This design comes from an exercise in tuning for small area and a short achievable clock period on the open sky130 flow, not from production work. At most, simulation tests tie the RTL to the original design; equivalence was not proved. Function not checked in runs 6 and 7: the RTL went through the layout flow alone. No activity file was given, so power comes from the tool's default toggle rates.

==> flow/design.v <==
package dgcs_pkg;
   localparam int LINE_WIDTH_DEFAULT = 640;
   localparam int LINE_COUNT_DEFAULT = 480;
   localparam int POS_W   = 19;
   localparam int CSR_IDX_W  = 3;
   localparam int CSR_DATA_W = 24;
   localparam logic [CSR_IDX_W-1:0] CSR_NEAR_LIMIT = 3'd0;
   localparam logic [CSR_IDX_W-1:0] CSR_STATS_LIMIT = 3'd1;
   localparam logic [CSR_IDX_W-1:0] CSR_BOX_A_LOW = 3'd2;
   localparam logic [CSR_IDX_W-1:0] CSR_BOX_A_HIGH = 3'd3;
   localparam logic [CSR_IDX_W-1:0] CSR_BOX_B_LOW = 3'd4;
   localparam logic [CSR_IDX_W-1:0] CSR_BOX_B_HIGH = 3'd5;
   localparam logic [15:0] NEAR_LIMIT_RESET  = 16'd700;
   localparam logic [15:0] STATS_LIMIT_RESET = 16'd500;
   localparam logic [23:0] BOX_A_LOW_RESET   = 24'h003F84;
   localparam logic [23:0] BOX_A_HIGH_RESET  = 24'h64A3AF;
   localparam logic [23:0] BOX_B_LOW_RESET   = 24'h00BFBE;
   localparam logic [23:0] BOX_B_HIGH_RESET  = 24'h1414FF;
   localparam logic [1:0] CLASS_FAR     = 2'd0;
   localparam logic [1:0] CLASS_BOX_A   = 2'd1;
   localparam logic [1:0] CLASS_BOX_B   = 2'd2;
   localparam logic [1:0] CLASS_UNMATCH = 2'd3;
   localparam logic [31:0] FAR_FILL  = 32'hA0FFFFFF;
   localparam logic [31:0] MARK_FILL = 32'hFFFF00FF;
   localparam logic [31:0] MIN_CLEAR = 32'hFFFFFFFF;
   localparam logic [POS_W-1:0] SLOT_MAX = 19'h7FFFF;
   typedef struct packed {
      logic [31:0] pixel_color;
      logic [15:0] depth_mm;
      logic        frame_end;
   } req_type;
   typedef struct packed {
      logic [1:0]       pixel_class;
      logic [31:0]      shown_color;
      logic [POS_W-1:0] pixel_position;
      logic [POS_W-1:0] class_slot;
      logic [31:0]      frame_min_color;
      logic [31:0]      frame_max_color;
      logic             stats_valid;
      logic             frame_last;
   } rsp_type;
   typedef struct packed {
      logic [1:0]  pixel_class;
      logic [31:0] shown_color;
      logic        hit_a;
      logic        hit_b;
   } class_type;
endpackage
module dgcs_classify (
   input  logic [23:0] pixel_rgb,
   input  logic [15:0] depth_mm,
   input  logic [15:0] near_limit,
   input  logic [23:0] box_a_low,
   input  logic [23:0] box_a_high,
   input  logic [23:0] box_b_low,
   input  logic [23:0] box_b_high,
   output logic        is_near,
   output logic        match_a,
   output logic        match_b
);
   function automatic logic lt32(logic [31:0] a, logic [31:0] b);
      logic [31:0] l;
      logic [31:0] e;
      l = ~a & b;
      e = ~(a ^ b);
      for (int w = 1; w < 32; w = w * 2) begin
         for (int i = 0; i + w < 32; i = i + 2 * w) begin
            l[i] = l[i + w] || (e[i + w] && l[i]);
            e[i] = e[i + w] && e[i];
         end
      end
      lt32 = l[0];
   endfunction
   function automatic logic in_box(logic [23:0] color, logic [23:0] lo, logic [23:0] hi);
      logic ok;
      ok = 1'b1;
      for (int ch = 0; ch < 3; ch++) begin
         if (!(lt32(32'(lo[ch*8 +: 8]), 32'(color[ch*8 +: 8])) && lt32(32'(color[ch*8 +: 8]), 32'(hi[ch*8 +: 8])))) begin
            ok = 1'b0;
         end
      end
      in_box = ok;
   endfunction
   assign is_near = lt32(32'(depth_mm), 32'(near_limit));
   assign match_a = in_box(pixel_rgb, box_a_low, box_a_high);
   assign match_b = in_box(pixel_rgb, box_b_low, box_b_high);
endmodule
module depth_gated_color_segmenter #(
   parameter int LINE_WIDTH = dgcs_pkg::LINE_WIDTH_DEFAULT,
   parameter int LINE_COUNT = dgcs_pkg::LINE_COUNT_DEFAULT
) (
   input  logic                            clock,
   input  logic                            reset,
   input  logic                            req_valid,
   output logic                            req_stall,
   input  logic [48:0]                     req_payload,
   output logic                            rsp_valid,
   input  logic                            rsp_stall,
   output logic [137:0]                    rsp_payload,
   input  logic                            csr_write,
   input  logic [dgcs_pkg::CSR_IDX_W-1:0]  csr_index,
   input  logic [dgcs_pkg::CSR_DATA_W-1:0] csr_data
);
   localparam int PW = dgcs_pkg::POS_W;
   function automatic logic lt32(logic [31:0] a, logic [31:0] b);
      logic [31:0] l;
      logic [31:0] e;
      l = ~a & b;
      e = ~(a ^ b);
      for (int w = 1; w < 32; w = w * 2) begin
         for (int i = 0; i + w < 32; i = i + 2 * w) begin
            l[i] = l[i + w] || (e[i + w] && l[i]);
            e[i] = e[i + w] && e[i];
         end
      end
      lt32 = l[0];
   endfunction
   logic [15:0] near_limit_ff;
   logic [15:0] stats_limit_ff;
   logic [23:0] box_a_low_ff;
   logic [23:0] box_a_high_ff;
   logic [23:0] box_b_low_ff;
   logic [23:0] box_b_high_ff;
   logic [5:0] csr_we;
   always_comb begin
      for (int i = 0; i < 6; i++) begin
         csr_we[i] = reset || (csr_write && (csr_index == 3'(i)));
      end
   end
   always_ff @(posedge clock) begin
      if (csr_we[0]) near_limit_ff  <= reset ? dgcs_pkg::NEAR_LIMIT_RESET  : csr_data[15:0];
      if (csr_we[1]) stats_limit_ff <= reset ? dgcs_pkg::STATS_LIMIT_RESET : csr_data[15:0];
      if (csr_we[2]) box_a_low_ff   <= reset ? dgcs_pkg::BOX_A_LOW_RESET   : csr_data;
      if (csr_we[3]) box_a_high_ff  <= reset ? dgcs_pkg::BOX_A_HIGH_RESET  : csr_data;
      if (csr_we[4]) box_b_low_ff   <= reset ? dgcs_pkg::BOX_B_LOW_RESET   : csr_data;
      if (csr_we[5]) box_b_high_ff  <= reset ? dgcs_pkg::BOX_B_HIGH_RESET  : csr_data;
   end
   logic        in_valid_ff;
   logic [31:0] in_color_ff;
   logic [15:0] in_depth_ff;
   logic        in_end_ff;
   logic        out_valid_ff;
   logic [1:0]  out_class_ff;
   logic [31:0] out_color_ff;
   logic        out_last_ff;
   logic        advance;
   logic        stall;
   logic        in_valid_in;
   logic        out_valid_in;
   logic        both_valid_ff;
   assign advance = in_valid_ff && (!out_valid_ff || !rsp_stall);
   assign stall   = in_valid_ff && out_valid_ff && rsp_stall;
   assign in_valid_in  = (req_valid && !stall) || (in_valid_ff && !advance);
   assign out_valid_in = advance || (out_valid_ff && rsp_stall);
   always_ff @(posedge clock) begin
      if (reset) begin
         in_valid_ff   <= 1'b0;
         out_valid_ff  <= 1'b0;
         both_valid_ff <= 1'b0;
      end else begin
         in_valid_ff   <= in_valid_in;
         out_valid_ff  <= out_valid_in;
         both_valid_ff <= in_valid_in && out_valid_in;
      end
   end
   assign req_stall = both_valid_ff && rsp_stall;
   always_ff @(posedge clock) begin
      if (!stall) begin
         in_color_ff <= req_payload[48:17];
         in_depth_ff <= req_payload[16:1];
         in_end_ff   <= req_payload[0];
      end
   end
   logic is_near, match_a, match_b;
   logic hit_a, hit_b;
   logic [1:0] cls;
   dgcs_classify u_classify (
      .pixel_rgb  (in_color_ff[23:0]),
      .depth_mm   (in_depth_ff),
      .near_limit (near_limit_ff),
      .box_a_low  (box_a_low_ff),
      .box_a_high (box_a_high_ff),
      .box_b_low  (box_b_low_ff),
      .box_b_high (box_b_high_ff),
      .is_near    (is_near),
      .match_a    (match_a),
      .match_b    (match_b)
   );
   assign hit_a = is_near && match_a;
   assign hit_b = is_near && !match_a && match_b;
   assign cls   = !is_near ? dgcs_pkg::CLASS_FAR :
                  match_a  ? dgcs_pkg::CLASS_BOX_A :
                  match_b  ? dgcs_pkg::CLASS_BOX_B : dgcs_pkg::CLASS_UNMATCH;
   always_ff @(posedge clock) begin
      if (reset) begin
         out_last_ff <= 1'b1;
      end else if (advance) begin
         out_last_ff <= in_end_ff;
      end
   end
   logic [31:0] shown;
   assign shown = !is_near ? dgcs_pkg::FAR_FILL :
                  (match_a || match_b) ? in_color_ff : dgcs_pkg::MARK_FILL;
   always_ff @(posedge clock) begin
      if (advance) begin
         out_class_ff <= cls;
         out_color_ff <= shown;
      end
   end
   logic [PW-1:0] pos_ff;
   logic          pos_wrap;
   localparam logic [PW-1:0] POS_LAST = PW'(LINE_WIDTH * LINE_COUNT - 1);
   assign pos_wrap = &(pos_ff | ~POS_LAST);
   function automatic logic [PW-1:0] step(logic [PW-1:0] q, logic inc);
      logic [PW-1:0] ones;
      ones[0] = 1'b1;
      for (int i = 1; i < PW; i++) begin
         ones[i] = ones[i-1] && q[i-1];
      end
      step = q ^ (ones & {PW{inc}});
   endfunction
   always_ff @(posedge clock) begin
      pos_ff <= (advance && (out_last_ff || pos_wrap)) ? '0 : step(pos_ff, advance);
   end
   logic [PW-1:0] slot_a_ff, slot_b_ff;
   logic          none_a_ff, none_b_ff;
   logic          none_a, none_b;
   assign none_a = none_a_ff || out_last_ff;
   assign none_b = none_b_ff || out_last_ff;
   always_ff @(posedge clock) begin
      if (advance) begin
         none_a_ff <= none_a && !hit_a;
         none_b_ff <= none_b && !hit_b;
         if (hit_a) slot_a_ff <= none_a ? '0 : step(slot_a_ff, !(&slot_a_ff));
         if (hit_b) slot_b_ff <= none_b ? '0 : step(slot_b_ff, !(&slot_b_ff));
      end
   end
   logic [31:0] min_ff, max_ff;
   logic        any_ff;
   logic        any_now;
   logic        qualify;
   logic        lt_min, gt_max;
   assign any_now = any_ff && !out_last_ff;
   assign qualify = lt32(32'(in_depth_ff), 32'(stats_limit_ff)) &&
                    (!is_near || ((match_a || match_b) &&
                                  (in_color_ff != dgcs_pkg::MARK_FILL) && (in_color_ff != 32'd0)));
   assign lt_min  = is_near ? lt32(in_color_ff, min_ff) : lt32(dgcs_pkg::FAR_FILL, min_ff);
   assign gt_max  = is_near ? lt32(max_ff, in_color_ff) : lt32(max_ff, dgcs_pkg::FAR_FILL);
   always_ff @(posedge clock) begin
      if (advance) begin
         any_ff <= any_now || qualify;
         if (qualify && (!any_now || lt_min)) min_ff <= shown;
         if (qualify && (!any_now || gt_max)) max_ff <= shown;
      end
   end
   logic        stats_valid;
   logic [PW-1:0] slot_out;
   assign stats_valid = out_last_ff && any_ff;
   assign slot_out = (out_class_ff == dgcs_pkg::CLASS_BOX_A) ? slot_a_ff :
                     (out_class_ff == dgcs_pkg::CLASS_BOX_B) ? slot_b_ff : '0;
   assign rsp_valid   = out_valid_ff;
   assign rsp_payload = {out_class_ff, out_color_ff, pos_ff, slot_out,
                         stats_valid ? min_ff : 32'd0,
                         stats_valid ? max_ff : 32'd0,
                         stats_valid, out_last_ff};
endmodule
==> flow/flow/run.sh <==
#!/bin/bash
# The standard layout (standard.sh) with three changes, all logged under orfs/logs/ as usual:
#  - synthesis leaves adders and comparators to abc (no ADDER_MAP_FILE half/full-adder cells);
#    registers are untouched, so they match the standard synthesis by name and cell type;
#  - plain sky130_fd_sc_hd__buf_1 cells as the port buffers instead of the delay buffer the
#    flow picks by default;
#  - larger clock-tree sink clusters, clkbuf_8 only, no dummy loads.
set -euo pipefail
bash standard.sh 'ADDER_MAP_FILE=' \
  'BUFFER_PORTS_ARGS=-buffer_cell sky130_fd_sc_hd__buf_1' \
  'CTS_ARGS=-sink_clustering_enable -repair_clock_nets -sink_clustering_size 16 -sink_clustering_max_diameter 60 -buf_list {sky130_fd_sc_hd__clkbuf_8} -dont_use_dummy_load' \
  finish > standard.log 2>&1
==> flow/standard.sh <==
#!/bin/bash
# synth_recipe.tcl (not shown) runs the flow's synth.tcl, then flattens the netlist and writes it again
# the make line also repeats each setting of config.mk as NAME=value (left out here)
make -C /OpenROAD-flow-scripts/flow DESIGN_CONFIG=/design/flow/config.mk WORK_HOME=/design/flow/orfs CLKGATE_MAP_FILE= SYNTH_SCRIPT=/design/flow/synth_recipe.tcl "${@:-finish}"
==> flow/config.mk <==
export PLATFORM = sky130hd
export DESIGN_NAME = depth_gated_color_segmenter
export DESIGN_NICKNAME = depth_gated_color_segmenter
export VERILOG_FILES = /design/flow/design.v
export SDC_FILE = /design/flow/constraint.sdc
export NUM_CORES = 4
export LEC_CHECK = 0
export CAP_MARGIN = 20
export CORE_MARGIN = 2
export CORE_UTILIZATION = 40
export PLACE_DENSITY = 0.6
export SETUP_SLACK_MARGIN = 3.55
export SLEW_MARGIN = 20
==> flow/constraint.sdc <==
create_clock -name core_clock -period 7.0 [get_ports {clock}]
set_input_delay 1.4000 -clock core_clock [delete_from_list [all_inputs] [get_ports {clock}]]
set_output_delay 1.4000 -clock core_clock [all_outputs]
set_load 0.01 [all_outputs]
==> out/metrics.csv, run 1 <==
stage;metric;value;unit
layout;stdcell_count;2052;
clock_tree;cts-root-buf;clkbuf_8;
synthesis;synth.avg_cell_area;12.3;µm²
global_routing;globalRouteTotalUtil;19.9;%
clock_tree;clkLatencyLatePin;0.63;ns
clock_tree;tritoncts.num_buffers;30;
layout;drive_gt1_share;9.13;%
sta;finClkSkew;0.0524;ns
critical_path;end_kind;register;
sta;fin_crit;3.41;ns
clock_tree;hold_buffers;0;
synthesis;synthesis.nets;1369;
layout;final_area;18000;µm²
synthesis;async_reset_ff_share;0;%
critical_path;rr_startpoint;in_color_ff[8];
global_routing;grt_overflow;0;
critical_path;crit_path_start;in_color_ff[8];
synthesis;netlist_instances;1288;
sta;worst_pin_slew;0.830;ns
flow_run;cap_violations;0;
clock_tree;clockBufferDepth;3;
clock_tree;clk_pin_slew;0.10;ns
synthesis;synth-edff-count;316;
placement;place.detailed.hpwl;31200;µm
min_path;min_from;in_end_ff;
critical_path;r2r_cells;10;
sta;post-route-period-util;48.7;%
layout;nNetsFinal;1617;
sta;setup_viol;0;
layout;final_cell_mix;edfxtp_1 (316), buf_1 (219), and3_1 (75);
clock_tree;cts_tree;done;
critical_path;cp.arrival;3.75;ns
critical_path;r2r-end;min_ff[8];
detailed_routing;drc;0;
layout;n_fill_cell;3609;
power;power_density;216;nW/µm²
detailed_routing;first_pass_iters;7;
synthesis;synth_cell_type_count;69;
synthesis;netlist_top_cells_area;edfxtp_1 (60%), maj3_1 (3.5%), and3_1 (3.0%);
placement;place_ws;2.65;ns
critical_path;critPathCapture;min_ff[8];
sta;max_freq;294;MHz
power;leakage;6.00;nW
synthesis;ys.flop_type;edfxtp_1;
layout;diodes;0;
placement;gp_congestion;0.862;
sta;rsz0062_at_grt;yes;
clock_tree;cts_sinks;339;
global_routing;grt_pass1_wl;63600;µm
critical_path;r2r_setup_slack;3.59;ns
sta;hold_violations;0;
critical_path;start_kind;register;
synthesis;synth-seq-cells;339;
detailed_routing;ant_nets;0;
die;rows;72;
die;die_area;41200;µm²
critical_path;critPathKind;register to register;
detailed_routing;avgViaCountPerCell;5.42;
clock_tree;htreeDepth;1;
global_routing;antenna_found_initial;2;
placement;portBuffers;220;
placement;placed_cells;1989;
die;num_io_pins;221;
min_path;hold_path_class;register to register;
global_routing;grt_max_degree;52;
detailed_routing;first_iter_violations;699;
synthesis;ys.warnings.count;2;
global_routing;grt_pass1_vias;11000;
layout;areaGrowthSynthToFinish;13.8;%
die;start_util;40.8;%
sta;slew_viol_final;0;
detailed_routing;wire_per_inst;20.7;µm
detailed_routing;wl;42400;µm
synthesis;synth_largest_area_cell;edfxtp_1;
detailed_routing;vias;11100;
synthesis;mappedNetlistArea;15800;µm²
sta;relSlewSlack;44.5;%
sta;tns;0;ns
die;die_h;203;µm
critical_path;cp_max_fo;13;
die;die_w;203;µm
status;status;timing/DRC/antenna clean;
sta;fin_ws;3.59;ns
critical_path;worstPathRequired;7.34;ns
layout;final_common_cell;edfxtp_1;
placement;placed_area;17300;µm²
synthesis;yosysSeqAreaShare;62.8;%
die;core;38800;µm²
synthesis;synth_top_cell_area_share;59.9;%
power;peakVddDrop;0.000139;V
## state kept, by name, summed over array words and instances, names as in the netlist, 2 cells and up
register        flops
box_b_high_ff      24
min_ff             32
out_color_ff       32
slot_b_ff          19
box_a_low_ff       24
slot_a_ff          19
out_class_ff        2
box_a_high_ff      24
near_limit_ff      16
pos_ff             19
in_color_ff        32
in_depth_ff        16
stats_limit_ff     16
box_b_low_ff       24
max_ff             32
## layer usage
metal	global-route usage [%]	up-vias	wire length, µm
met5	0	-	9
met4	6.07	2	1330
met3	3.42	71	2590
met2	31.6	376	19300
met1	28.1	5403	19200
li1	-	5268	-
## area by class of cell
| class | instances | area [µm²] | area share, % |
|---|---|---|---|
| Clock buffer | 30 | 413 | 2.29 |
| Sequential cell | 339 | 9950 | 55.2 |
| Multi-Input combinational cell | 828 | 5540 | 30.7 |
| Inverter | 75 | 293 | 1.62 |
| Tap cell | 518 | 648 | 3.59 |
| Timing Repair Buffer | 261 | 1180 | 6.56 |
| Timing Repair inverter | 1 | 5.00 | 0.0278 |
## where the power goes
group / internal (mW) / leakage [nW] / switching, mW
clock network: 0.380 / 0.216 / 0.627
logic: 0.183 / 2.65 / 0.283
registers: 2.34 / 3.13 / 0.0780
total: 2.90 / 6.00 / 0.988
## synth_stat cells, types with 34 or more instances
cell type / number
a21oi_1: 34
and3_1: 77
clkbuf_1: 38
edfxtp_1: 316
inv_1: 66
maj3_1: 55
nand2_1: 67
nand2b_1: 62
nor2_1: 73
nor2b_1: 63
o21ai_0: 60
xor2_1: 42
## critical path, cell delays in order, from the launching register on
cell and delay (ns):
edfxtp_1 0.52, nor2b_1 0.20, maj3_1 0.36, maj3_2 0.32
a2111oi_0 0.64, a211oi_2 0.06, nand4_1 0.22, nand2_1 0.10
o211ai_1 0.43, a211oi_4 0.09, buf_4 0.22
## cells by family after synthesis
logic type      count (synthesis)  synth area share (%)
xor+xnor                       70                  3.87
simple gates                  449                  15.4
compound gates                244                  10.8
flops                         339                  62.8
fa+ha+maj                      63                  4.04
buf+inv                       122                  3.02
mux                             1                0.0632
## worst min path at each step
stage	to	slack (ns)	cells past startpoint
2_1_floorplan	out_last_ff	0.43	2
3_3_place_gp	out_last_ff	0.44	2
3_5_place_dp	out_last_ff	0.45	2
4_1_cts	out_last_ff	0.47	2
5_1_grt	out_last_ff	0.49	2
6_report	out_last_ff	0.46	2
## metrics by stage
| step | power, mW | utilization [%] | hold slack [ns] |
|---|---|---|---|
| floorplan | 2.72 | - | 0.433 |
| global placement | 2.89 | 44.4 | 0.442 |
| detailed placement | 2.90 | 44.5 | 0.450 |
| CTS | 3.91 | 45.8 | 0.469 |
| global route | 4.05 | 46.4 | 0.488 |
| finish | 3.89 | 46.4 | 0.461 |
## what timing repair did
action | 4_1_cts | 5_1_grt
resized for setup | 16 | 13
endpoints found under the setup margin | 197 | 116
pin swaps | 1 | 4
buffers inserted | 7 | 24
gates cloned | 0 | 2
==> run 2: changes to the inputs <==
==> flow/flow/run.sh (replaced) <==
#!/bin/bash
# The standard layout (standard.sh) with these changes, all logged under orfs/logs/ as usual:
#  - synthesis (flow/synth.tcl) maps logic with abc's default script and leaves adders and
#    comparators to abc (no ADDER_MAP_FILE cells); registers are mapped as in the standard
#    synthesis, so they match it by name and cell type;
#  - plain sky130_fd_sc_hd__buf_1 cells as the port buffers instead of the delay buffer the
#    flow picks by default;
#  - larger clock-tree sink clusters, clkbuf_8 only, no dummy loads.
set -euo pipefail
here=$(pwd)
bash standard.sh 'ADDER_MAP_FILE=' "SYNTH_SCRIPT=$here/flow/synth.tcl" \
  'BUFFER_PORTS_ARGS=-buffer_cell sky130_fd_sc_hd__buf_1' \
  'CTS_ARGS=-sink_clustering_enable -repair_clock_nets -sink_clustering_size 16 -sink_clustering_max_diameter 60 -buf_list {sky130_fd_sc_hd__clkbuf_8} -dont_use_dummy_load' \
  finish > standard.log 2>&1
==> flow/flow/synth.tcl (new file) <==
# synth_recipe.tcl (the standard synthesis) with one change: abc maps the logic with its own
# default script (delay target 2500 ps) instead of ORFS's abc_speed.script. Registers are mapped
# before abc, by dfflibmap, exactly as in the standard synthesis.
proc synth {args} { yosys synth -nofsm -noshare {*}$args }
proc abc {args} {
  set out {}
  set skip 0
  foreach a $args {
    if {$skip} { set skip 0; continue }
    if {$a eq "-script" || $a eq "-D"} { set skip 1; continue }
    lappend out $a
  }
  yosys abc {*}$out -D 2500
}
source $::env(SCRIPTS_DIR)/synth.tcl
# left out here: clear keep_hierarchy, flatten, clean up, hide names made inside functions, write 1_2_yosys.v
--- a/flow/config.mk
+++ b/flow/config.mk
@@ -9,5 +9,5 @@
 export CORE_MARGIN = 2
 export CORE_UTILIZATION = 40
 export PLACE_DENSITY = 0.6
-export SETUP_SLACK_MARGIN = 3.55
+export SETUP_SLACK_MARGIN = 3.7
 export SLEW_MARGIN = 20
==> out/metrics.csv, run 2 <==
stage;metric;value;unit;change
placement;place.detailed.hpwl;29500;µm;-5.6%
die;die_w;198;µm;-2.4%
global_routing;grt_max_degree;73;;+40%
synthesis;synthSimpleGateAreaFrac;14.6;%;-0.78 points
clock_tree;cts-root-buf;clkbuf_8;;
global_routing;grt_pass1_wl;63200;µm;-0.52%
synthesis;netlist_top_cells_area;edfxtp_1 (63%), and3_1 (3.4%), dfxtp_1 (3.1%);;
synthesis;mappedNetlistArea;15100;µm²;-4.8%
layout;final_common_cell;edfxtp_1;;
synthesis;synth.avg_cell_area;12.6;µm²;+2.7%
synthesis;netlist_instances;1195;;-7.2%
min_path;hold_path_class;register to register;;
die;die_h;198;µm;-2.4%
die;rows;71;;-1.4%
synthesis;synth_top_cells_by_count;edfxtp_1 (316), and3_1 (83), nor2_1 (71), inv_1 (65), nor2b_1 (52);;
placement;place_ws;3.04;ns;+0.392 ns
placement;gp_congestion;0.907;;+5.3%
layout;nNetsFinal;1534;;-5.1%
flow_run;cap_violations;0;;unchanged
sta;fin_crit;3.47;ns;+0.0641 ns
synthesis;async_reset_ff_share;0;%;unchanged
die;num_io_pins;221;;unchanged
detailed_routing;wl;43500;µm;+2.5%
synthesis;synth_compound_area_share;13.5;%;+2.6 points
sta;worst_pin_slew;1.04;ns;+0.208 ns
synthesis;synth-edff-count;316;;unchanged
die;start_util;40.3;%;-0.46 points
critical_path;cp.arrival;3.74;ns;about the same
critical_path;end_kind;register;;
synthesis;synth_fa_ha_area_share;1.73;%;-2.3 points
synthesis;synth_top_family_by_area;simple AND/OR/NAND/NOR gates;;
placement;placed_area;16600;µm²;-3.9%
clock_tree;clkLatencyLatePin;0.58;ns;-0.05 ns
synthesis;synth_cell_type_count;65;;-5.8%
detailed_routing;wire_per_inst;22.2;µm;+7.2%
synthesis;muxShareOfSynthArea;0;%;-0.063 points
critical_path;start_kind;register;;
synthesis;synth.most_common_cell;edfxtp_1;;
power;power_density;225;nW/µm²;+4.4%
clock_tree;cts_tree;done;;
sta;max_freq;288;MHz;-1.8%
synthesis;synthesis.nets;1276;;-6.8%
global_routing;grt_overflow;0;;unchanged
detailed_routing;first_iter_violations;826;;+18%
detailed_routing;ant_nets;0;;unchanged
sta;setup_viol;0;;unchanged
layout;final_area;17800;µm²;-1.3%
sta;relSlewSlack;29.9;%;-15 points
sta;fin_ws;3.53;ns;-0.0641 ns
layout;areaGrowthSynthToFinish;18.0;%;
synthesis;synth-xor-area-share;1.39;%;-2.5 points
clock_tree;clockBufferDepth;3;;unchanged
global_routing;antenna_found_initial;1;;-1
clock_tree;clk_pin_slew;0.09;ns;about the same
placement;portBuffers;220;;unchanged
synthesis;synth_largest_area_cell;edfxtp_1;;
sta;slew_viol_final;0;;unchanged
clock_tree;htreeDepth;2;;+1
sta;tns;0;ns;unchanged
sta;post-route-period-util;49.6;%;+0.92 points
synthesis;ys.flop_type;edfxtp_1;;
sta;hold_violations;0;;unchanged
global_routing;globalRouteTotalUtil;21.5;%;+1.5 points
synthesis;synth-seq-cells;339;;unchanged
detailed_routing;drc;0;;unchanged
critical_path;critPathKind;register to register;;
power;peakVddDrop;0.000135;V;-3.1%
critical_path;worstPathRequired;7.27;ns;-0.07 ns
layout;final_cell_mix;edfxtp_1 (316), buf_1 (218), and3_1 (75);;
global_routing;grt_pass1_vias;10400;;-5.1%
synthesis;yosysSeqAreaShare;65.9;%;+3.1 points
sta;finClkSkew;0.0909;ns;+0.0384 ns
detailed_routing;avgViaCountPerCell;5.60;;+3.3%
detailed_routing;vias;11000;;-1.2%
clock_tree;tritoncts.num_buffers;34;;+13%
synthesis;synth_top_cell_area_share;62.9;%;+3.0 points
power;leakage;6.09;nW;+1.5%
detailed_routing;first_pass_iters;5;;-2
clock_tree;cts_sinks;339;;unchanged
clock_tree;hold_buffers;0;;unchanged
critical_path;cp_max_fo;8;;-5
sta;rsz0062_at_grt;yes;;
status;status;timing/DRC/antenna clean;;
die;die_area;39300;µm²;-4.7%
synthesis;ys.warnings.count;2;;unchanged
layout;drive_gt1_share;11.7;%;+2.6 points
die;core;37400;µm²;-3.7%
-- run 2: cell types whose count changed in the layout (fill, tap and decap cells not counted), moves of 16 or more --
cell / before / now
nand2b_1: 62 / 28
xor2_1: 42 / 10
maj3_1: 55 / 19
o22ai_1: 8 / 42
nand2_1: 66 / 37
o21ai_0: 59 / 42
nand3_1: 27 / 6
buf_4: 36 / 18
or3_1: 2 / 18
-- run 2: where the power goes --
part	internal [mW]	switching, mW	leakage, nW
logic	0.196	0.309	2.71
registers	2.34	0.0855	3.13
clock network	0.435	0.636	0.244
total	2.97	1.03	6.09
-- run 2: routing by layer --
layer / global-route usage [%] / part of all wire (%) / up-vias
met5: 0 / 0 / -
met2: 34.4 / 47 / 447
met4: 5.37 / 1.5 / 0
met3: 4.21 / 7.8 / 50
met1: 30.0 / 44 / 5395
li1: - / - / 5097
-- run 2: repair_timing --
action,in CTS,in global routing
cloned,7,2
resized for setup,58,15
pin swaps,24,5
setup endpoints to repair,251,208
buffers inserted,18,10
-- run 2: worst max-delay path, stage by stage, from the launching register on --
cell and delay, ns:
edfxtp_1 0.44, nand2b_4 0.17, maj3_2 0.31, a21oi_2 0.13, o21bai_1 0.09, a31oi_1 0.18, o21bai_1 0.15, a221oi_2 0.34
o21ai_2 0.12, a211o_1 0.30, a41o_1 0.22, a211oi_4 0.29, buf_6 0.17, buf_12 0.11, buf_16 0.13
-- run 2: cell families after synthesis --
group,count (synthesis)
AO/OA/AOI/OAI,294
adder cells (fa/ha/maj),26
buffers and inverters,114
XOR/XNOR,24
flip-flops,339
AND/OR/NAND/NOR,398
-- run 2: layout make-up --
cell class	count	area [µm²]
Multi-Input combinational cell	745	5050
Antenna cell	1	2.50
Inverter	71	277
Tap cell	511	639
Timing Repair Buffer	262	1410
Sequential cell	339	9950
Clock buffer	34	468
Fill cell	3403	19600
-- run 2: stage by stage --
step	power, mW	instances	hold WS (ns)	utilization [%]
CTS	4.02	1950	0.491	47.1
detailed placement	2.91	1891	0.435	44.4
floorplan	2.73	1195	0.408	-
global placement	2.91	1891	0.416	44.4
global route	4.15	1963	0.512	47.6
finish	4.00	1963	0.490	47.6
-- run 2: worst paths after layout --
path,startpoint,endpoint,slack (ns),cells past startpoint
worst max-delay path,in_color_ff[0],min_ff[17],3.53,14
worst min-delay path,in_end_ff,out_last_ff,0.49,2
worst max register to register,in_color_ff[0],min_ff[17],3.53,14
worst min register to register,in_end_ff,out_last_ff,0.49,2
==> run 3: changes to the inputs <==
--- a/flow/config.mk
+++ b/flow/config.mk
@@ -9,5 +9,5 @@
 export CORE_MARGIN = 2
 export CORE_UTILIZATION = 40
 export PLACE_DENSITY = 0.6
-export SETUP_SLACK_MARGIN = 3.7
+export SETUP_SLACK_MARGIN = 3.4
 export SLEW_MARGIN = 20
==> out/metrics.csv, run 3 <==
stage;metric;value;unit;change
synthesis;synth_fa_ha_area_share;1.73;%;unchanged
critical_path;worst-path-buf-inv;3;;unchanged
sta;finClkSkew;0.0653;ns;-0.0256 ns
critical_path;slowest_delay;0.41;ns;-0.03 ns
global_routing;grt_max_degree;73;;unchanged
critical_path;critPathKind;register to register;;
detailed_routing;avgViaCountPerCell;5.57;;-0.51%
synthesis;synthSimpleGateAreaFrac;14.6;%;unchanged
clock_tree;cts_tree;done;;
placement;gp_congestion;0.890;;-1.9%
critical_path;end_kind;register;;
synthesis;netlist_top_cells_area;edfxtp_1 (63%), and3_1 (3.4%), dfxtp_1 (3.1%);;
sta;tns;0;ns;unchanged
detailed_routing;wl;42400;µm;-2.5%
sta;setup_viol;0;;unchanged
synthesis;ys.flop_type;edfxtp_1;;
clock_tree;cts-root-buf;clkbuf_8;;
global_routing;grt_pass1_wl;61600;µm;-2.6%
sta;fin_crit;3.46;ns;-0.0147 ns
synthesis;synth_top_cell_area_share;62.9;%;unchanged
sta;rsz0062_at_grt;no;;
placement;place.detailed.hpwl;29600;µm;+0.55%
sta;hold_slack;0.453;ns;-0.0377 ns
synthesis;netlist_instances;1195;;unchanged
global_routing;grt_pass1_vias;10300;;-0.92%
clock_tree;cts_sinks;339;;unchanged
clock_tree;clk_pin_slew;0.10;ns;about the same
global_routing;gr-usage-met2;32.0;%;-2.5 points
sta;max_freq;289;MHz;+0.43%
sta;slew_viol_final;0;;unchanged
synthesis;synth-xor-area-share;1.39;%;unchanged
synthesis;synth_top_family_by_area;simple AND/OR/NAND/NOR gates;;
synthesis;muxShareOfSynthArea;0;%;unchanged
die;num_io_pins;221;;unchanged
die;die_area;39300;µm²;unchanged
sta;hold_violations;0;;unchanged
critical_path;cp.arrival;3.78;ns;+0.04 ns
critical_path;start_kind;register;;
placement;portBuffers;220;;unchanged
critical_path;worstPathRequired;7.32;ns;+0.05 ns
detailed_routing;vias;10900;;-1.1%
synthesis;mappedNetlistArea;15100;µm²;unchanged
global_routing;antenna_found_initial;0;;-1
synthesis;synth.most_common_cell;edfxtp_1;;
sta;post-route-period-util;49.4;%;-0.21 points
die;rows;71;;unchanged
layout;multiInputGateArea;4950;µm²;-2.0%
critical_path;cp_top_family;compound AO/OA/AOI/OAI gates;;
synthesis;synth-seq-cells;339;;unchanged
detailed_routing;drc;0;;unchanged
clock_tree;hold_buffers;0;;unchanged
critical_path;path_cells;buf_4 > nand2b_1 > maj3_1 > a21oi_2 > o21bai_1 > a31oi_1 > o21bai_1 > a221oi_2 > o21ai_2 > a211o_1 > a41o_1 > a211oi_4 > buf_4 > buf_16;;
synthesis;synth_top_cells_by_count;edfxtp_1 (316), and3_1 (83), nor2_1 (71), inv_1 (65), nor2b_1 (52);;
synthesis;synthesis.nets;1276;;unchanged
synthesis;synth.avg_cell_area;12.6;µm²;unchanged
layout;final_common_cell;edfxtp_1;;
sta;worst_pin_slew;1.13;ns;+0.0931 ns
synthesis;ys.warnings.count;2;;unchanged
clock_tree;clockBufferDepth;3;;unchanged
synthesis;synth_largest_area_cell;edfxtp_1;;
global_routing;grt_overflow;0;;unchanged
power;power_density;225;nW/µm²;about the same
synthesis;synth-edff-count;316;;unchanged
global_routing;use_met1;29.4;%;-0.61 points
clock_tree;tritoncts.num_buffers;31;;-8.8%
power;peakVddDrop;0.000128;V;-5.3%
placement;placed_area;16600;µm²;about the same
global_routing;globalRouteTotalUtil;20.8;%;-0.67 points
detailed_routing;first_pass_iters;5;;unchanged
detailed_routing;wire_per_inst;21.7;µm;-1.9%
layout;drive_gt1_share;10.3;%;-1.4 points
layout;register_area;9950;µm²;unchanged
synthesis;synth_cell_type_count;65;;unchanged
sta;relSlewSlack;23.6;%;-6.3 points
die;core;37400;µm²;unchanged
layout;areaGrowthSynthToFinish;15.6;%;
die;start_util;40.3;%;unchanged
flow_run;cap_violations;0;;unchanged
layout;nNetsFinal;1523;;-0.72%
critical_path;worst_path_max_delay_cell;edfxtp_1;;
synthesis;async_reset_ff_share;0;%;unchanged
clock_tree;htreeDepth;1;;-1
layout;n_fill_cell;3444;;+1.2%
layout;diodes;0;;-1
detailed_routing;first_iter_violations;889;;+7.6%
global_routing;grt.busiest_layer;met2;;
layout;final_cell_mix;edfxtp_1 (316), buf_1 (219), and3_1 (75);;
min_path;hold_path_class;register to register;;
clock_tree;clkLatencyLatePin;0.62;ns;+0.04 ns
detailed_routing;ant_nets;0;;unchanged
power;leakage;5.91;nW;-2.8%
status;status;timing/DRC/antenna clean;;
global_routing;met3_usage;4.43;%;+0.22 points
synthesis;synth_compound_area_share;13.5;%;unchanged
die;die_h;198;µm;unchanged
synthesis;yosysSeqAreaShare;65.9;%;unchanged
layout;final_area;17400;µm²;-2.0%
critical_path;cp_max_fo;16;;+8
die;die_w;198;µm;unchanged
==> run 3: cell types whose count changed in the layout (fill, tap and decap cells not counted), sizes merged, moves of 2 or more <==
cell,previous run,this run
nor2b,55,53
buf,261,254
clkinvlp,2,5
clkinv,4,2
==> run 3: repair_timing <==
item / 4_1_cts / 5_1_grt
setup buffers: 5 / 19
gates resized for setup: 14 / 27
setup endpoints to repair: 228 / 124
cloned: 1 / 3
pin swaps: 3 / 7
==> run 3: tightest hold or removal path, delay by kind of cell (launching register included) <==
kind,cells,cell delay (ns)
flops,1,0.34
simple gates,2,0.09
==> run 3: path summary, 6_finish.rpt <==
path	startpoint	to	slack, ns	cells after the start
setup / recovery	in_color_ff[0]	min_ff[1]	3.54	14
hold / removal	in_end_ff	out_last_ff	0.45	2
setup reg to reg	in_color_ff[0]	min_ff[1]	3.54	14
hold reg to reg	in_end_ff	out_last_ff	0.45	2
==> run 3: per-layer routing <==
metal,part of all wire [%],vias to the layer above,wire [µm]
met1,43,5300,18400
met3,8.2,80,3460
met5,0,-,0
met2,45,424,19100
met4,3.4,0,1430
li1,-,5062,-
==> run 3: cell type report <==
cell class | count | share of cell area (%)
well taps | 511 | 3.67
repair buffers | 257 | 6.84
inverters | 71 | 1.64
flip-flops and latches | 339 | 57.1
multi-input cells | 742 | 28.4
clock buffers | 31 | 2.45
==> run 3: through the flow <==
step	std cells	power (mW)	setup WS, ns	util, %
floorplan	1195	2.73	3.14	-
global placement	1892	2.91	3.16	44.4
detailed placement	1892	2.91	3.10	44.4
CTS	1929	3.92	3.39	45.8
global route	1951	4.07	3.40	46.6
finish	1951	3.92	3.54	46.6
==> run 3: power by group <==
group | total (mW) | switching (mW) | leakage (nW) | internal, mW
Clock | 1.02 | 0.626 | 0.223 | 0.392
Sequential | 2.43 | 0.0862 | 3.13 | 2.34
Combinational | 0.475 | 0.297 | 2.56 | 0.179
Total | 3.92 | 1.01 | 5.91 | 2.91
==> run 3: cells by family after synthesis <==
group           Yosys count
buf+inv                 114
fa+ha+maj                26
simple gates            398
flops                   339
compound gates          294
xor+xnor                 24
==> run 4: changes to the inputs <==
--- a/flow/config.mk
+++ b/flow/config.mk
@@ -9,5 +9,5 @@
 export CORE_MARGIN = 2
 export CORE_UTILIZATION = 40
 export PLACE_DENSITY = 0.6
-export SETUP_SLACK_MARGIN = 3.4
+export SETUP_SLACK_MARGIN = 3.2
 export SLEW_MARGIN = 20
==> out/metrics.csv, run 4 <==
stage;metric;value;unit;change
layout;areaGrowthSynthToFinish;13.2;%;
sta;fin_crit;3.61;ns;+0.154 ns
critical_path;start_kind;register;;
die;die_w;198;µm;unchanged
layout;multiInputGateArea;4850;µm²;-1.8%
layout;nNetsFinal;1498;;-1.6%
clock_tree;cts_tree;done;;
clock_tree;hold_buffers;0;;unchanged
synthesis;ys.flop_type;edfxtp_1;;
placement;gp_congestion;0.918;;+3.2%
synthesis;mappedNetlistArea;15100;µm²;unchanged
detailed_routing;first_iter_violations;784;;-12%
layout;stdcell_count;1927;;-1.2%
die;num_io_pins;221;;unchanged
critical_path;end_kind;output port;;
detailed_routing;vias;10700;;-1.2%
clock_tree;cts-root-buf;clkbuf_8;;
global_routing;globalRouteTotalUtil;20.7;%;-0.073 points
clock_tree;clk_pin_slew;0.10;ns;about the same
sta;post-route-period-util;51.6;%;+2.2 points
layout;final_common_cell;edfxtp_1;;
sta;hold_slack;0.447;ns;-0.00606 ns
critical_path;cp.depth;3;;-11
critical_path;slowest_delay;0.69;ns;+0.28 ns
global_routing;antenna_found_initial;1;;+1
die;rows;71;;unchanged
critical_path;cp_top_family;simple AND/OR/NAND/NOR gates;;
placement;portBuffers;220;;unchanged
placement;place.detailed.hpwl;29400;µm;-0.68%
layout;n_fill_cell;3464;;+0.58%
power;power_density;227;nW/µm²;+0.83%
synthesis;synth.avg_cell_area;12.6;µm²;unchanged
layout;register_area;9950;µm²;unchanged
synthesis;synth-seq-cells;339;;unchanged
placement;placed_cells;1891;;-0.053%
die;start_util;40.3;%;unchanged
power;leakage;5.75;nW;-2.7%
placement;place_ws;3.09;ns;-0.0135 ns
detailed_routing;ant_nets;0;;unchanged
synthesis;yosysSeqAreaShare;65.9;%;unchanged
critical_path;cp.arrival;2.21;ns;-1.57 ns
synthesis;netlist_top_cells_area;edfxtp_1 (63%), and3_1 (3.4%), dfxtp_1 (3.1%);;
sta;relSlewSlack;35.6;%;+12 points
die;die_area;39300;µm²;unchanged
critical_path;r2r_cells;12;;-2
layout;final_area;17100;µm²;-2.1%
global_routing;grt_overflow;0;;unchanged
clock_tree;htreeDepth;1;;unchanged
synthesis;ys.warnings.count;2;;unchanged
detailed_routing;drc;0;;unchanged
clock_tree;clockBufferDepth;3;;unchanged
synthesis;synth_top_cells_by_count;edfxtp_1 (316), and3_1 (83), nor2_1 (71), inv_1 (65), nor2b_1 (52);;
critical_path;cp_max_fo;19;;+3
synthesis;synth.most_common_cell;edfxtp_1;;
synthesis;synth_top_cell_area_share;62.9;%;unchanged
status;status;timing/DRC/antenna clean;;
clock_tree;cts_sinks;339;;unchanged
layout;final_cell_mix;edfxtp_1 (316), buf_1 (219), and3_1 (75);;
synthesis;synth-edff-count;316;;unchanged
sta;rsz0062_at_grt;no;;
detailed_routing;first_pass_iters;5;;unchanged
power;total_power;3.87;mW;-1.3%
sta;worst_pin_slew;0.967;ns;-0.165 ns
detailed_routing;avgViaCountPerCell;5.57;;about the same
synthesis;synthesis.nets;1276;;unchanged
flow_run;cap_violations;0;;unchanged
sta;finClkSkew;0.0562;ns;-0.00906 ns
detailed_routing;wire_per_inst;21.5;µm;-1.2%
detailed_routing;wl;41400;µm;-2.4%
die;die_h;198;µm;unchanged
power;peakVddDrop;0.000134;V;+4.8%
layout;drive_gt1_share;7.28;%;-3.0 points
layout;finalCoreUtilization;45.7;%;-0.98 points
global_routing;grt_pass1_wl;61800;µm;+0.34%
sta;fin_ws;3.39;ns;-0.154 ns
clock_tree;clkLatencyLatePin;0.61;ns;about the same
placement;placed_area;16600;µm²;about the same
synthesis;netlist_instances;1195;;unchanged
sta;setup_viol;0;;unchanged
critical_path;worst_path_max_delay_cell;nor2b_2;;
critical_path;critPathKind;register to output port;;
sta;tns;0;ns;unchanged
sta;slew_viol_final;0;;unchanged
critical_path;worstPathRequired;5.60;ns;-1.72 ns
synthesis;synth_cell_type_count;65;;unchanged
critical_path;worst-path-buf-inv;1;;-2
sta;max_freq;277;MHz;-4.3%
global_routing;grt_max_degree;73;;unchanged
min_path;min_path_cells;2;;unchanged
min_path;hold_path_class;register to register;;
clock_tree;tritoncts.num_buffers;30;;-3.2%
synthesis;synth_largest_area_cell;edfxtp_1;;
synthesis;async_reset_ff_share;0;%;unchanged
sta;hold_violations;0;;unchanged
critical_path;path_cells;nor2b_2 > a22o_1 > buf_1;;
global_routing;grt_pass1_vias;10400;;+0.40%
die;core;37400;µm²;unchanged
run 4: cell families (layout without fill, tap and decap cells):
family	Yosys count	count (layout)	share of synthesized area, %
and+or+nand+nor	398	398	14.6
DFF	339	339	65.9
AOI/OAI and AO/OA	294	294	13.5
buffers and inverters	114	334	2.89
adders and majority gates	26	26	1.73
xor gates and xnor gates	24	24	1.39
other	0	1	0
run 4: area by class of cell:
class                   instances  share of cell area, %
diodes                          1                 0.0147
well taps                     511                   3.74
clock buffers                  30                   2.42
multi-input cells             742                   28.4
inverters                      71                   1.58
flip-flops and latches        339                   58.3
repair buffers                233                   5.53
run 4: path summary, 6_finish.rpt:
path / startpoint / slack, ns / endpoint
setup / recovery: out_class_ff[1] / 3.39 / rsp_payload[79]
hold / removal: in_end_ff / 0.45 / out_last_ff
setup reg to reg: in_color_ff[17] / 3.41 / max_ff[17]
hold reg to reg: in_end_ff / 0.45 / out_last_ff
run 4: where the power goes:
group          total [mW]  internal [mW]  switching [mW]
combinational       0.440          0.159           0.281
clock                1.00          0.380           0.624
sequential           2.43           2.34          0.0860
run 4: what timing repair did:
action                     4_1_cts  5_1_grt
pin swaps                        1        2
setup endpoints to repair       83      142
gates resized for setup          4        6
setup buffers                    0        5
gates cloned                     0        0
run 4: worst min-delay path, stage by stage (launching register included):
cell      delay [ns]
edfxtp_1        0.34
nand2_1         0.05
nand2_1         0.04
run 4: metal layers:
layer  part of all wire [%]  track usage, %
met1                     44            29.8
met4                    2.3            5.82
met3                    8.1            3.85
met2                     46            32.1
met5                      0               0
==> run 5: changes to the inputs <==
--- a/flow/config.mk
+++ b/flow/config.mk
@@ -9,5 +9,5 @@
 export CORE_MARGIN = 2
 export CORE_UTILIZATION = 40
 export PLACE_DENSITY = 0.6
-export SETUP_SLACK_MARGIN = 3.2
+export SETUP_SLACK_MARGIN = 3.55
 export SLEW_MARGIN = 20
==> out/metrics.csv, run 5 <==
stage;metric;value;unit;change
synthesis;synth_largest_area_cell;edfxtp_1;;
layout;final_area;17400;µm²;+2.1%
critical_path;start_kind;register;;
clock_tree;hold_buffers;0;;unchanged
synthesis;async_reset_ff_share;0;%;unchanged
power;p_sw;1.00;mW;+1.2%
synthesis;synth_top_cell_area_share;62.9;%;unchanged
critical_path;crit_path_start;in_color_ff[0];;
power;leakage;5.90;nW;+2.6%
die;die_h;198;µm;unchanged
sta;slew_viol_final;0;;unchanged
die;num_io_pins;221;;unchanged
layout;areaGrowthSynthToFinish;15.6;%;
synthesis;synth-seq-cells;339;;unchanged
layout;drive_gt1_share;9.92;%;+2.6 points
critical_path;end_kind;register;;
clock_tree;htreeDepth;1;;unchanged
placement;placed_area;16600;µm²;about the same
sta;finClkSkew;0.0748;ns;+0.0186 ns
layout;register_area;9950;µm²;unchanged
synthesis;netlist_top_cells_area;edfxtp_1 (63%), and3_1 (3.4%), dfxtp_1 (3.1%);;
power;power_frac_comb;12.2;%;+0.8 points
layout;multiInputGateArea;4970;µm²;+2.5%
power;swShare;25.7;%;+0.092 points
detailed_routing;first_pass_iters;7;;+2
synthesis;synth_top_cells_by_count;edfxtp_1 (316), and3_1 (83), nor2_1 (71), inv_1 (65), nor2b_1 (52);;
die;start_util;40.3;%;unchanged
synthesis;ys.flop_type;edfxtp_1;;
placement;portBuffers;220;;unchanged
layout;nNetsFinal;1514;;+1.1%
critical_path;critPathKind;register to register;;
detailed_routing;drc;0;;unchanged
sta;rsz0062_at_grt;yes;;
clock_tree;cts_tree;done;;
flow_run;cap_violations;0;;unchanged
status;status;timing/DRC/antenna clean;;
critical_path;rr_startpoint;in_color_ff[0];;
synthesis;synth_cell_type_count;65;;unchanged
sta;post-route-period-util;48.6;%;-3.0 points
clock_tree;clockBufferDepth;3;;unchanged
global_routing;antenna_found_initial;0;;-1
die;rows;71;;unchanged
detailed_routing;vias;10900;;+1.5%
clock_tree;clkLatencyLatePin;0.63;ns;+0.02 ns
synthesis;synth.most_common_cell;edfxtp_1;;
min_path;hold_path_class;register to register;;
global_routing;globalRouteTotalUtil;21.0;%;+0.32 points
sta;hold_violations;0;;unchanged
critical_path;r2r-end;max_ff[22];;
placement;gp_congestion;0.902;;-1.8%
global_routing;grt_max_degree;73;;unchanged
placement;place.detailed.hpwl;29500;µm;about the same
critical_path;cp_max_fo;8;;-11
global_routing;grt_overflow;0;;unchanged
detailed_routing;ant_nets;0;;unchanged
detailed_routing;first_iter_violations;860;;+9.7%
power;power.share.clock;25.6;%;-0.3 points
layout;diodes;0;;-1
layout;final_common_cell;edfxtp_1;;
synthesis;ys.warnings.count;2;;unchanged
synthesis;mappedNetlistArea;15100;µm²;unchanged
synthesis;netlist_instances;1195;;unchanged
sta;worst_pin_slew;0.981;ns;+0.0143 ns
power;power_density;224;nW/µm²;-1.2%
power;p_seq_share;62.2;%;-0.5 points
detailed_routing;wl;42500;µm;+2.7%
power;peakVddDrop;0.000102;V;-24%
clock_tree;tritoncts.num_buffers;30;;unchanged
sta;relSlewSlack;33.8;%;-1.8 points
critical_path;r2r_cells;14;;+2
global_routing;grt_pass1_wl;62700;µm;+1.4%
clock_tree;cts_sinks;339;;unchanged
global_routing;grt_pass1_vias;10300;;-1.1%
clock_tree;cts-root-buf;clkbuf_8;;
critical_path;cp.arrival;3.72;ns;+1.51 ns
critical_path;r2r_setup_slack;3.60;ns;+0.19 ns
synthesis;synthesis.nets;1276;;unchanged
layout;final_cell_mix;edfxtp_1 (316), buf_1 (218), and3_1 (75);;
die;die_area;39300;µm²;unchanged
sta;setup_viol;0;;unchanged
die;core;37400;µm²;unchanged
detailed_routing;wire_per_inst;21.9;µm;+1.9%
clock_tree;clk_pin_slew;0.09;ns;about the same
synthesis;synth-edff-count;316;;unchanged
sta;max_freq;294;MHz;+6.2%
critical_path;worstPathRequired;7.32;ns;+1.72 ns
layout;n_fill_cell;3428;;-1.0%
critical_path;critPathCapture;max_ff[22];;
sta;fin_crit;3.40;ns;-0.210 ns
sta;tns;0;ns;unchanged
power;internal_power;2.90;mW;+0.71%
detailed_routing;avgViaCountPerCell;5.61;;+0.69%
synthesis;synth.avg_cell_area;12.6;µm²;unchanged
die;die_w;198;µm;unchanged
synthesis;yosysSeqAreaShare;65.9;%;unchanged
-- run 5: cell counts after synthesis --
Identical to the previous run, type by type.
-- run 5: layer usage --
layer | global-route usage, % | share of wire (%) | up-vias
li1 | - | - | 5043
met1 | 30.5 | 45 | 5358
met2 | 33.0 | 46 | 432
met3 | 3.13 | 7.4 | 59
met4 | 5.79 | 2.3 | 0
met5 | 0 | 0 | -
-- run 5: cells by family after synthesis --
logic type / Yosys count / share of synthesized area [%]
DFF: 339 / 65.9
adders and majority gates: 26 / 1.73
buffers and inverters: 114 / 2.89
xor gates and xnor gates: 24 / 1.39
AOI/OAI and AO/OA: 294 / 13.5
and+or+nand+nor: 398 / 14.6
-- run 5: worst min path at each step --
stage              start           to  slack, ns  cells past startpoint
2_1_floorplan  in_end_ff  out_last_ff       0.41                      2
3_3_place_gp   in_end_ff  out_last_ff       0.42                      2
3_5_place_dp   in_end_ff  out_last_ff       0.42                      2
4_1_cts        in_end_ff  out_last_ff       0.44                      2
5_1_grt        in_end_ff  out_last_ff       0.47                      2
6_report       in_end_ff  out_last_ff       0.44                      2
-- run 5: power groups by stage --
stage                     Combinational, mW  Sequential, mW  Clock, mW
after global routing                  0.516            2.44       1.09
after global placement                0.434            2.47          0
final                                 0.474            2.43       1.00
after CTS                             0.456            2.43       1.03
after detailed placement              0.438            2.47          0
after floorplan                       0.286            2.44          0
-- run 5: area by class of cell --
class | count | share of cell area, %
sequential | 339 | 57.1
multi-input combinational | 743 | 28.5
timing repair buffer | 248 | 6.75
inverter | 71 | 1.60
tap | 511 | 3.67
clock buffer | 30 | 2.37
-- run 5: worst max-delay path: stages (launching register included) --
cell and delay, ns:
edfxtp_1 0.41, buf_6 0.15, nand2b_1 0.06, maj3_2 0.31, maj3_1 0.36, a21oi_1 0.13
a2bb2oi_1 0.19, maj3_1 0.19, a21oi_1 0.14, nor4_4 0.15, buf_4 0.22, o22ai_4 0.11
a311oi_4 0.32, buf_6 0.18, clkbuf_16 0.17
-- run 5: metrics by stage --
stage / cells / utilization, % / hold slack, ns / power, mW / worst slack [ns]
5_1_grt: 1942 / 46.6 / 0.473 / 4.05 / 3.47
6_report: 1942 / 46.6 / 0.439 / 3.90 / 3.60
3_3_place_gp: 1891 / 44.4 / 0.424 / 2.91 / 3.11
3_5_place_dp: 1891 / 44.4 / 0.419 / 2.91 / 3.00
4_1_cts: 1931 / 46.0 / 0.441 / 3.91 / 3.39
2_1_floorplan: 1195 / - / 0.408 / 2.73 / 3.14
-- run 5: timing repair --
item | 4_1_cts | 5_1_grt
pin swaps | 6 | 19
gates resized for setup | 23 | 29
setup endpoints to repair | 248 | 118
cloned | 2 | 3
buffers inserted | 8 | 8
==> run 6: changes to the inputs <==
--- a/flow/design.v
+++ b/flow/design.v
@@ -85,10 +85,7 @@
    assign match_a = in_box(pixel_rgb, box_a_low, box_a_high);
    assign match_b = in_box(pixel_rgb, box_b_low, box_b_high);
 endmodule
-module depth_gated_color_segmenter #(
-   parameter int LINE_WIDTH = dgcs_pkg::LINE_WIDTH_DEFAULT,
-   parameter int LINE_COUNT = dgcs_pkg::LINE_COUNT_DEFAULT
-) (
+module depth_gated_color_segmenter (
    input  logic                            clock,
    input  logic                            reset,
    input  logic                            req_valid,
@@ -209,7 +206,7 @@
    end
    logic [PW-1:0] pos_ff;
    logic          pos_wrap;
-   localparam logic [PW-1:0] POS_LAST = PW'(LINE_WIDTH * LINE_COUNT - 1);
+   localparam logic [PW-1:0] POS_LAST = PW'(dgcs_pkg::LINE_WIDTH_DEFAULT * dgcs_pkg::LINE_COUNT_DEFAULT - 1);
    assign pos_wrap = &(pos_ff | ~POS_LAST);
    function automatic logic [PW-1:0] step(logic [PW-1:0] q, logic inc);
       logic [PW-1:0] ones;
@@ -231,9 +228,11 @@
       if (advance) begin
          none_a_ff <= none_a && !hit_a;
          none_b_ff <= none_b && !hit_b;
-         if (hit_a) slot_a_ff <= none_a ? '0 : step(slot_a_ff, !(&slot_a_ff));
-         if (hit_b) slot_b_ff <= none_b ? '0 : step(slot_b_ff, !(&slot_b_ff));
-      end
+      end
+      slot_a_ff <= (advance && hit_a && none_a) ? '0 :
+                   step(slot_a_ff, advance && hit_a && !(&slot_a_ff));
+      slot_b_ff <= (advance && hit_b && none_b) ? '0 :
+                   step(slot_b_ff, advance && hit_b && !(&slot_b_ff));
    end
    logic [31:0] min_ff, max_ff;
    logic        any_ff;
==> out/metrics.csv, run 6 <==
stage;metric;value;unit;change
layout;final_cell_mix;edfxtp_1 (278), buf_1 (218), and3_1 (74);;
power;power_density;222;nW/µm²;-0.75%
detailed_routing;first_iter_violations;817;;-5.0%
detailed_routing;vias;11300;;+3.6%
synthesis;synth.avg_cell_area;12.2;µm²;-3.2%
sta;post-route-period-util;50.3;%;+1.7 points
sta;finClkSkew;0.0607;ns;-0.0141 ns
clock_tree;cts-root-buf;clkbuf_8;;
global_routing;globalRouteTotalUtil;21.3;%;+0.26 points
status;status;timing/DRC/antenna clean;;
critical_path;r2r-end;slot_b_ff[10];;
synthesis;synth-seq-cells;339;;unchanged
detailed_routing;avgViaCountPerCell;5.62;;+0.18%
layout;stdcell_count;2009;;+3.5%
critical_path;r2r_cells;15;;+1
clock_tree;clkLatencyLatePin;0.64;ns;about the same
die;die_area;39300;µm²;about the same
die;start_util;40.4;%;about the same
global_routing;grt_pass1_vias;10700;;+4.6%
global_routing;antenna_found_initial;0;;unchanged
synthesis;synth_top_cell_area_share;55.3;%;-7.6 points
critical_path;cp.arrival;4.13;ns;+0.41 ns
critical_path;r2r_setup_slack;3.48;ns;-0.12 ns
detailed_routing;highest_layer;met4;;
power;peakVddDrop;0.000133;V;+30%
clock_tree;tritoncts.num_buffers;31;;+3.3%
critical_path;cp_max_fo;5;;-3
critical_path;start_kind;register;;
synthesis;synth_top_cells_by_count;edfxtp_1 (278), and3_1 (77), nor2_1 (69), nor2b_1 (69), inv_1 (65);;
die;rows;71;;unchanged
synthesis;synth_largest_area_cell;edfxtp_1;;
clock_tree;cts_sinks;339;;unchanged
detailed_routing;route.met2.wl;20600;µm;+5.9%
sta;relSlewSlack;31.1;%;-2.7 points
flow_run;cap_violations;0;;unchanged
layout;drive_gt1_share;12.1;%;+2.2 points
layout;areaGrowthSynthToFinish;17.4;%;
min_path;hold_path_class;register to register;;
clock_tree;cts_tree;done;;
layout;finalCoreUtilization;47.4;%;+0.76 points
sta;fin_ws;3.48;ns;-0.122 ns
synthesis;synthesis.nets;1316;;+3.1%
detailed_routing;ant_nets;0;;unchanged
synthesis;synth.most_common_cell;edfxtp_1;;
synthesis;netlist_instances;1235;;+3.3%
global_routing;grt_overflow;0;;unchanged
synthesis;synth_cell_type_count;76;;+17%
synthesis;synth-edff-count;278;;-12%
critical_path;end_kind;register;;
synthesis;async_reset_ff_share;0;%;unchanged
placement;placed_area;16600;µm²;about the same
die;die_w;198;µm;about the same
placement;portBuffers;220;;unchanged
global_routing;grt_max_degree;71;;-2.7%
detailed_routing;wire_per_inst;21.3;µm;-2.4%
sta;slew_viol_final;0;;unchanged
synthesis;netlist_top_cells_area;edfxtp_1 (55%), dfxtp_1 (8.1%), and3_1 (3.2%);;
sta;hold_violations;0;;unchanged
die;num_io_pins;221;;unchanged
min_path;min_from;in_end_ff;;
placement;placed_cells;1933;;+2.2%
sta;setup_viol;0;;unchanged
sta;rsz0062_at_grt;yes;;
clock_tree;clk_pin_slew;0.10;ns;about the same
layout;final_common_cell;edfxtp_1;;
layout;n_fill_cell;3402;;-0.76%
sta;max_freq;284;MHz;-3.5%
critical_path;critPathKind;register to register;;
synthesis;ys.flop_type;edfxtp_1;;
critical_path;worstPathRequired;7.61;ns;+0.29 ns
layout;nNetsFinal;1580;;+4.4%
die;die_h;198;µm;about the same
synthesis;ys.warnings.count;2;;unchanged
detailed_routing;wl_met1;18200;µm;-3.8%
sta;tns;0;ns;unchanged
min_path;hold_path_end;out_last_ff;;
critical_path;rr_startpoint;in_color_ff[8];;
sta;fin_crit;3.52;ns;+0.122 ns
die;core;37400;µm²;unchanged
min_path;min_path_cells;2;;unchanged
power;leakage;6.10;nW;+3.4%
placement;place_ws;2.71;ns;-0.289 ns
detailed_routing;met3_wirelength;2820;µm;-10%
synthesis;yosysSeqAreaShare;63.4;%;-2.5 points
detailed_routing;drc;0;;unchanged
clock_tree;htreeDepth;1;;unchanged
sta;worst_pin_slew;1.01;ns;+0.0271 ns
detailed_routing;first_pass_iters;5;;-2
detailed_routing;wl;42900;µm;+0.95%
clock_tree;clockBufferDepth;3;;unchanged
layout;final_area;17700;µm²;+1.6%
synthesis;mappedNetlistArea;15100;µm²;about the same
global_routing;grt_pass1_wl;63500;µm;+1.3%
placement;place.detailed.hpwl;30500;µm;+3.7%
placement;gp_congestion;0.886;;-1.8%
clock_tree;hold_buffers;0;;unchanged
==> run 6: cell types whose count changed in the layout (fill, tap and decap cells not counted), moves of 8 or more <==
cell,previous run,this run
nor3_1,23,42
o21ai_0,42,20
a21oi_1,48,40
edfxtp_1,316,278
nor2b_1,49,67
dfxtp_1,22,60
buf_4,14,31
nand2b_1,28,36
==> run 6: area by class of cell <==
cell class / instances / area (µm²) / share of cell area, %
clock buffers: 31 / 427 / 2.41
flip-flops and latches: 339 / 9570 / 54.0
inverters: 73 / 312 / 1.76
well taps: 511 / 639 / 3.61
repair buffers: 272 / 1350 / 7.63
diodes: 1 / 2.50 / 0.0141
multi-input cells: 782 / 5420 / 30.6
==> run 6: layer usage <==
layer  global-route usage (%)  up-vias
li1                         -     5211
met1                     29.0     5579
met2                     35.0      423
met3                     2.98       75
met4                     7.30        0
met5                        0        -
==> run 6: kinds of logic (layout without fill, tap and decap cells) <==
family	Yosys count	count (layout)	share of synthesized area [%]
AO/OA/AOI/OAI	279	280	13.2
XOR/XNOR	19	19	1.10
adder cells (fa/ha/maj)	23	23	1.54
buffers and inverters	115	376	2.92
flip-flops	339	339	63.4
other	0	1	0
AND/OR/NAND/NOR	460	460	17.8
==> run 6: how the worst max path moves through the flow <==
stage / from / end / slack (ns)
finish: in_color_ff[8] / slot_b_ff[10] / 3.48
global placement: in_color_ff[8] / max_ff[8] / 2.85
global route: in_color_ff[8] / slot_b_ff[9] / 3.38
CTS: in_color_ff[8] / max_ff[0] / 3.47
detailed placement: in_color_ff[1] / max_ff[10] / 2.71
floorplan: in_color_ff[8] / max_ff[0] / 3.19
==> run 6: worst max-delay path, stage by stage, from the launching register on <==
cell and delay [ns]:
edfxtp_1 0.41, buf_6 0.13, nand2b_4 0.04, maj3_2 0.30, a221oi_2 0.28, o21ai_1 0.11
a222oi_1 0.35, a21oi_2 0.08, or4_4 0.47, nor4_4 0.21, buf_4 0.19, buf_6 0.11
and4_4 0.24, and4_4 0.27, and2_4 0.16, o211a_1 0.13
==> run 6: what timing repair did <==
action                                  CTS  global route
buffers inserted                         34             7
resized for setup                        26            42
endpoints found under the setup margin  235           163
gates cloned                              3             0
pin swaps                                15            16
==> run 6: through the flow <==
stage          power, mW  hold slack [ns]
6_report            3.94            0.470
5_1_grt             4.11            0.511
4_1_cts             3.95            0.474
3_5_place_dp        2.92            0.432
3_3_place_gp        2.91            0.433
2_1_floorplan       2.72            0.408
==> run 6: where the power goes <==
| group | internal [mW] | switching, mW |
|---|---|---|
| registers | 2.32 | 0.0919 |
| logic | 0.195 | 0.311 |
| clock network | 0.392 | 0.631 |
==> run 7: changes to the inputs <==
==> flow/flow/run.sh (replaced) <==
#!/bin/bash
# The standard layout (standard.sh) with these changes, all logged under orfs/logs/ as usual:
#  - synthesis (flow/synth.tcl) maps logic with abc for area (flow/amap.abc) and leaves adders
#    and comparators to abc (no ADDER_MAP_FILE cells); registers are mapped as in the standard
#    synthesis, so they match it by name and cell type;
#  - plain sky130_fd_sc_hd__buf_1 cells as the port buffers instead of the delay buffer the
#    flow picks by default;
#  - larger clock-tree sink clusters, clkbuf_8 only, no dummy loads.
set -euo pipefail
here=$(pwd)
sed "s#@ABC_SCRIPT_FILE@#$here/flow/amap.abc#" flow/synth.tcl > synth_own.tcl
bash standard.sh 'ADDER_MAP_FILE=' "SYNTH_SCRIPT=$here/synth_own.tcl" \
  'BUFFER_PORTS_ARGS=-buffer_cell sky130_fd_sc_hd__buf_1' \
  'CTS_ARGS=-sink_clustering_enable -repair_clock_nets -sink_clustering_size 16 -sink_clustering_max_diameter 60 -buf_list {sky130_fd_sc_hd__clkbuf_8} -dont_use_dummy_load' \
  finish > standard.log 2>&1
==> flow/flow/amap.abc (new file) <==
strash
ifraig
scorr
dc2
strash
&get -n
&dch -f
&put
amap
topo
==> flow/flow/synth.tcl (replaced) <==
# synth_recipe.tcl (the standard synthesis) with one change: abc maps the logic for area with
# amap.abc (next to this file; run.sh puts its path in ABC_SCRIPT_FILE below) instead of ORFS's
# abc_speed.script, and timing is left to the flow's repair. Registers are mapped before abc, by
# dfflibmap, exactly as in the standard synthesis.
proc synth {args} { yosys synth -nofsm -noshare {*}$args }
proc abc {args} {
  set out {}
  set skip 0
  foreach a $args {
    if {$skip} { set skip 0; continue }
    if {$a eq "-script" || $a eq "-D"} { set skip 1; continue }
    lappend out $a
  }
  yosys abc {*}$out -script @ABC_SCRIPT_FILE@
}
source $::env(SCRIPTS_DIR)/synth.tcl
# left out here: clear keep_hierarchy, flatten, clean up, hide names made inside functions, write 1_2_yosys.v
==> out/metrics.csv, run 7 <==
stage;metric;value;unit;change
status;status;timing/DRC/antenna clean;;
synthesis;synth_top_cells_by_count;edfxtp_1 (278), nor2_1 (221), clkinv_1 (196), nand2_1 (92), o21ai_0 (64);;
die;start_util;40.7;%;+0.34 points
power;internal_power;2.98;mW;+2.5%
clock_tree;cts_sinks;339;;unchanged
placement;place.detailed.hpwl;28400;µm;-7.0%
sta;post-route-period-util;66.9;%;+17 points
sta;slew_viol_final;0;;unchanged
detailed_routing;first_iter_violations;793;;-2.9%
critical_path;r2r_cells;27;;+12
sta;max_freq;214;MHz;-25%
sta;relSlewSlack;45.0;%;+14 points
global_routing;globalRouteTotalUtil;21.2;%;-0.13 points
power;power_frac_comb;15.8;%;+3.0 points
critical_path;critPathKind;register to register;;
clock_tree;cts-root-buf;clkbuf_8;;
clock_tree;clk_pin_slew;0.10;ns;about the same
layout;drive_gt1_share;20.4;%;+8.3 points
power;leakage;6.33;nW;+3.7%
detailed_routing;ant_nets;0;;unchanged
synthesis;netlist_instances;1296;;+4.9%
detailed_routing;wire_per_inst;20.2;µm;-5.5%
die;num_io_pins;221;;unchanged
power;power_density;220;nW/µm²;-1.2%
global_routing;grt_max_degree;50;;-30%
layout;stdcell_count;2140;;+6.5%
clock_tree;tritoncts.num_buffers;30;;-3.2%
power;power.share.clock;24.7;%;-1.3 points
synthesis;synth_cell_type_count;43;;-43%
die;die_w;194;µm;-2.0%
critical_path;end_kind;register;;
die;core;35600;µm²;-4.9%
placement;placed_area;16100;µm²;-3.0%
sta;fin_ws;2.32;ns;-1.16 ns
synthesis;synth.most_common_cell;edfxtp_1;;
detailed_routing;wl;43200;µm;+0.62%
detailed_routing;vias;11800;;+4.3%
detailed_routing;avgViaCountPerCell;5.50;;-2.1%
global_routing;grt_pass1_wl;62600;µm;-1.4%
synthesis;async_reset_ff_share;0;%;unchanged
clock_tree;clkLatencyLatePin;0.64;ns;about the same
synthesis;netlist_top_cells_area;edfxtp_1 (58%), dfxtp_1 (8.4%), nor2_1 (5.7%);;
placement;gp_congestion;0.846;;-4.5%
sta;fin_crit;4.68;ns;+1.16 ns
power;peakVddDrop;0.000139;V;+4.3%
sta;rsz0062_at_grt;yes;;
detailed_routing;first_pass_iters;7;;+2
die;rows;69;;-2.8%
sta;hold_violations;0;;unchanged
run 7: cell count changes after synthesis, sizes merged, moves of 25 or more:
cell    before  now
clkinv       6  196
nor2        69  221
and3        77    2
inv         67    0
nand2       45   92
nor2b       69   24
clkbuf      38    0
o21ai       26   64
nand2b      38    2
nor3        46   20
a22o        28    3
run 7: cell type report:
cell class                      count  area [µm²]
Fill cell                        3142       16900
Sequential cell                   339        9570
Multi-Input combinational cell    761        5170
Timing Repair Buffer              351        2110
Inverter                          196         806
Tap cell                          461         577
Clock buffer                       30         413
Timing Repair inverter              1        5.00
Antenna cell                        1        2.50
run 7: critical path: stages (launching register included):
cell and delay, ns:
edfxtp_1 0.47, clkinv_4 0.09, buf_4 0.14, a211o_1 0.29, o221ai_1 0.09, nand3_1 0.11
o221ai_1 0.09, a21oi_1 0.09, a221oi_1 0.33, a211oi_2 0.15, or4_4 0.57, nor2_4 0.14
nand2_4 0.08, nor3_4 0.22, nand2_2 0.10, nor2_4 0.10, nand2_2 0.09, nor2_4 0.17
nand2_4 0.08, nor2_4 0.14, nand2_2 0.09, nor2_4 0.16, nand2_4 0.09, nor2_4 0.15
nand2_2 0.11, nor2_4 0.16, nand2_2 0.08, a221oi_2 0.20
run 7: cell families (layout without fill, tap and decap cells):
group	count (synthesis)	after routing	share of synthesized area [%]
AO/OA/AOI/OAI	297	297	14.2
AND/OR/NAND/NOR	462	464	14.5
flip-flops	339	339	66.1
buffers and inverters	198	578	5.19
other	0	1	0
run 7: final timing paths:
| kind | slack (ns) | start | end |
|---|---|---|---|
| max reg2reg | 2.32 | in_color_ff[1] | slot_a_ff[17] |
| min | 0.47 | slot_a_ff[17] | slot_a_ff[17] |
| max | 2.32 | in_color_ff[1] | slot_a_ff[17] |
| min reg2reg | 0.47 | slot_a_ff[17] | slot_a_ff[17] |
run 7: routing by layer:
metal  GRT usage, %  wire length, µm
met5              0                0
met4           5.67             1080
met3           3.58             2720
met2           35.8            21200
met1           28.2            18100
run 7: repair_timing:
item	4_1_cts	5_1_grt
pin swaps	31	54
gates resized for setup	114	162
endpoints found under the setup margin	290	223
cloned	2	6
setup buffers	62	51
run 7: power by group through the flow:
stage	registers (mW)	logic, mW	clock network [mW]
global placement	2.48	0.479	0
detailed placement	2.48	0.485	0
floorplan	2.45	0.306	0
global route	2.45	0.702	1.11
CTS	2.43	0.549	1.03
finish	2.44	0.647	1.01

Check on run 7: ideal ports give 2.320 ns setup slack; a clkbuf_16 on the clock port and buf_2 on the inputs give 2.320 ns; moving port delays by the midpoint clock arrival (0.661 ns) as well gives 2.320 ns.
